Source: an optimization exercise on an open RTL-to-GDS flow (aim: a short achievable clock period, few clock cycles and low power). Production flows keep margins and buffers that such runs may drop.
Function was checked by simulation only, so behaviour that the tests miss may differ from the original.
No activity file was given, so power comes from the tool's default toggle rates.

## v20
==> flow/design.v <==
`default_nettype none
package isa_pkg;
        typedef logic [15:0] word_t;
        typedef logic [3:0] reg_idx_t;
        typedef enum logic [3:0] {
                op_add  = 4'd0,
                op_addi = 4'd1,
                op_sub  = 4'd2,
                op_sw   = 4'd5,
                op_lw   = 4'd6,
                op_nand = 4'd8,
                op_beq  = 4'd14,
                op_jump = 4'd15
        } opcode_t;
        localparam int field_width = 4;
        localparam int opcode_lsb = 12;
        localparam int field_c_lsb = 8;
        localparam int field_b_lsb = 4;
        localparam int field_a_lsb = 0;
        localparam int jump_offset_width = 12;
        localparam int reg_count = 16;
endpackage
`default_nettype wire
`default_nettype none
package core_pkg;
        typedef enum logic [4:0] {
                st_add    = 5'd0,
                st_addi   = 5'd1,
                st_sub    = 5'd2,
                st_sw     = 5'd5,
                st_lw     = 5'd6,
                st_nand   = 5'd8,
                st_beq    = 5'd14,
                st_jump   = 5'd15,
                st_fetch  = 5'd16,
                st_beq2   = 5'd19,
                st_sw2    = 5'd20,
                st_decode = 5'd21,
                st_lw2    = 5'd22,
                st_lw3    = 5'd23,
                st_sw3    = 5'd24,
                st_sw4    = 5'd25,
                st_jump2  = 5'd26,
                st_nop    = 5'd28
        } state_t;
        typedef enum logic [2:0] {
                alu_add  = 3'd0,
                alu_sub  = 3'd1,
                alu_nand = 3'd3
        } alu_op_t;
        localparam logic [15:0] idle_store_data = '1;
endpackage
`default_nettype wire
`timescale 1ns/1ps
`default_nettype none
module cpu_top #(
        parameter logic [15:0] reset_pc = '0
) (
        input  logic        clk,
        input  logic        reset,
        input  logic        run_n,
        input  logic [15:0] sram_d,
        output logic [15:0] sram_addr,
        output logic [15:0] sram_q,
        output logic        sram_we_n
);
        logic [15:0] pc;
        logic        e_alu, e_lw, e_sw, e_beq;    
        logic        e_sub, e_nand, e_addi;       
        logic [3:0]  e_dst;
        logic [3:0]  e_imm;
        logic [15:0] op_a, op_b;
        logic [15:0] rf [16];
        logic [15:0] rv;                          
        logic        e_mem;
        logic [15:0] e_x;
        logic [15:0] alu_res;
        logic [15:0] ea;
        logic        taken;
        assign e_mem = e_lw | e_sw;
        assign e_x   = e_addi ? {12'd0, e_imm} : op_a;
        always_comb begin
                if (e_nand)
                        alu_res = ~(op_a & op_b);
                else if (e_sub)
                        alu_res = op_a - op_b;
                else
                        alu_res = e_x + op_b;
        end
        assign ea    = op_b + {12'd0, e_imm};
        assign taken = e_beq & (op_a == op_b);
        assign sram_addr = e_mem ? ea : pc;
        assign sram_q    = op_a;
        assign sram_we_n = ~e_sw | run_n;
        logic        rf_we;
        logic [15:0] rf_wd;
        assign rf_we = ~run_n & (e_alu | e_lw);
        assign rf_wd = e_lw ? sram_d : alu_res;
        for (genvar i = 0; i < 16; i++) begin : g_rf
                always_ff @(posedge clk) begin
                        if (rf_we && e_dst == i)
                                rf[i] <= rf_wd;
                end
                always_ff @(posedge clk or negedge reset) begin
                        if (!reset)
                                rv[i] <= 1'b0;
                        else if (rf_we && e_dst == i)
                                rv[i] <= 1'b1;
                end
        end
        logic [3:0]  f_op, f_c, f_b, f_a;
        logic        f_en;
        logic        f_alu, f_lw, f_sw, f_beq, f_jmp;
        logic [3:0]  idx_a;
        logic [15:0] rd_a, rd_b;
        assign f_op = sram_d[15:12];
        assign f_c  = sram_d[11:8];
        assign f_b  = sram_d[7:4];
        assign f_a  = sram_d[3:0];
        assign f_en = ~e_mem & ~taken;
        assign f_alu = (f_op == 4'd0) | (f_op == 4'd1) | (f_op == 4'd2) | (f_op == 4'd8);
        assign f_sw  = (f_op == 4'd5);
        assign f_lw  = (f_op == 4'd6);
        assign f_beq = (f_op == 4'd14);
        assign f_jmp = (f_op == 4'd15);
        assign idx_a = (f_sw | f_beq) ? f_c : f_a;
        always_comb begin
                if (e_alu && e_dst == idx_a)
                        rd_a = alu_res;
                else
                        rd_a = rf[idx_a] & {16{rv[idx_a]}};
                if (e_alu && e_dst == f_b)
                        rd_b = alu_res;
                else
                        rd_b = rf[f_b] & {16{rv[f_b]}};
        end
        always_ff @(posedge clk) begin
                if (!run_n) begin
                        op_a   <= rd_a;
                        op_b   <= rd_b;
                        e_dst  <= f_c;
                        e_imm  <= f_a;
                        e_sub  <= (f_op == 4'd2);
                        e_nand <= (f_op == 4'd8);
                        e_addi <= (f_op == 4'd1);
                end
        end
        always_ff @(posedge clk or negedge reset) begin
                if (!reset) begin
                        e_alu <= 1'b0;
                        e_lw  <= 1'b0;
                        e_sw  <= 1'b0;
                        e_beq <= 1'b0;
                        pc    <= reset_pc;
                end else if (!run_n) begin
                        e_alu <= f_en & f_alu;
                        e_lw  <= f_en & f_lw;
                        e_sw  <= f_en & f_sw;
                        e_beq <= f_en & f_beq;
                        if (taken)
                                pc <= pc + {12'd0, e_imm} - 16'd1;
                        else if (f_en) begin
                                if (f_jmp)
                                        pc <= pc + {{4{sram_d[11]}}, sram_d[11:0]};
                                else
                                        pc <= pc + 16'd1;
                        end
                end
        end
endmodule
`default_nettype wire
Settings: LEC_CHECK=0, CAP_MARGIN=20, CORE_MARGIN=2, CORE_UTILIZATION=40, CTS_BUF_LIST=sky130_fd_sc_hd__clkbuf_4 sky130_fd_sc_hd__clkbuf_8, SLEW_MARGIN=20; clock period 9.0 ns.
run.sh (not shown) runs the stock make flow with config.mk's settings and CLKGATE_MAP_FILE= SYNTH_SCRIPT=/design/flow/synth_recipe.tcl, a recipe that flattens the netlist after the stock synthesis.
Testbench counts of v20, summed over its fixed seeds: cycles 32,644.
Input-level comparison between v24 and v20:
Settings: SETUP_SLACK_MARGIN newly set to 4.5.
Results
Of the two values seen for kind of critical path, reg -> out was produced by v24 and in -> out by v20. Cmp v20 and v24 / design area / lower: v20. Across both runs, largest fanout on the critical path was lower for v24 than for v20. Per the final summary, v24 finished and its layout is clean on timing, DRC and antenna. Routed wire length of v24 exceeds that of v20 slightly. Compared with v20, v24 shows a higher routed length per placed instance. For v24, the source of the critical timing path was op_b[0], unlike v20, where it was run_n. Power: v24 draws more than v20. Looking at worst setup slack across v20 and v24, the one that comes out higher is v24. v24 vs v20: final critical-path required period down in v24. Net count reported at finish grows slightly when moving from v20 to v24. Summary of v24 over v20: number of antenna diodes went down by 1; hold slack essentially unchanged.
The inputs of v5 differ from those of v24 as listed below.
Settings: removing SETUP_SLACK_MARGIN (formerly 4.5); removing CTS_BUF_LIST (formerly sky130_fd_sc_hd__clkbuf_4 sky130_fd_sc_hd__clkbuf_8).
--- outcome ---
- v5 ended with every stage complete and zero timing, DRC or antenna violations.
- v5 packs its core looser than v24.
- Combined buffer and inverter count along the critical path, v24 and v5: lower on v24
- Against v24, v5 comes in 1600 um lower on post-detailed-routing wire length.
- In the reports for v24 and v5, the smaller clock share of power belongs to v24.
- Compared to v24, v5 has critical path depth 7 lower.
- On chip height, v24 and v5 are basically level.
- Lower first-pass GRT wire length goes to v5 over v24.
- Of the two values seen for type of the worst setup path, in -> out was produced by v5 and reg -> out by v24.
- On v5: maximum single-stage delay on the critical path is 0.18 ns higher than what v24 gave.
- Of v24 and v5, the lower final area belongs to v5.
Modified inputs, v23 compared to v5
Settings: putting CTS_BUF_LIST at sky130_fd_sc_hd__clkbuf_4 sky130_fd_sc_hd__clkbuf_8 where nothing was set; putting SETUP_SLACK_MARGIN at 5 where nothing was set.
Results
v5 → v23: number of standard cells in the final layout excluding fillers higher; count of port buffers added during placement held; power dropped 1.3%.

==> port drivers added, routing unchanged <==
The results above use ideal ports. As a check the final layouts listed here were re-extracted and re-timed, cells and wires unchanged. Step 1: set_driving_cell puts a clkbuf_16 on clk and a buf_2 on each other input, an assumption about the parent block. Step 2 times the ports against the registers' clock, not the clock port: input delays grow and output delays shrink by t, the midpoint of the rising clock arrivals with the driver on. a / b / c = no drivers / after step 1 / after step 2; a / b = the first two.
run	shift t [ns]	setup slack, ns	worst setup path at the end	slew at the worst register clock pin (ns)
v20	0.701	3.553 / 3.527 / 2.968	input to register	0.08 / 0.08
v24	0.720	4.327 / 4.273 / 3.837	input to register	0.07 / 0.07
v5	0.618	3.563 / 3.538 / 2.974	input to register	0.07 / 0.07
v23	0.694	4.362 / 4.313 / 4.351	input to register	0.07 / 0.07
After both steps every run listed still meets setup and hold. For v5, which loses most, drivers alone change the setup slack by -0.025 ns; drivers and shift together by -0.589 ns.
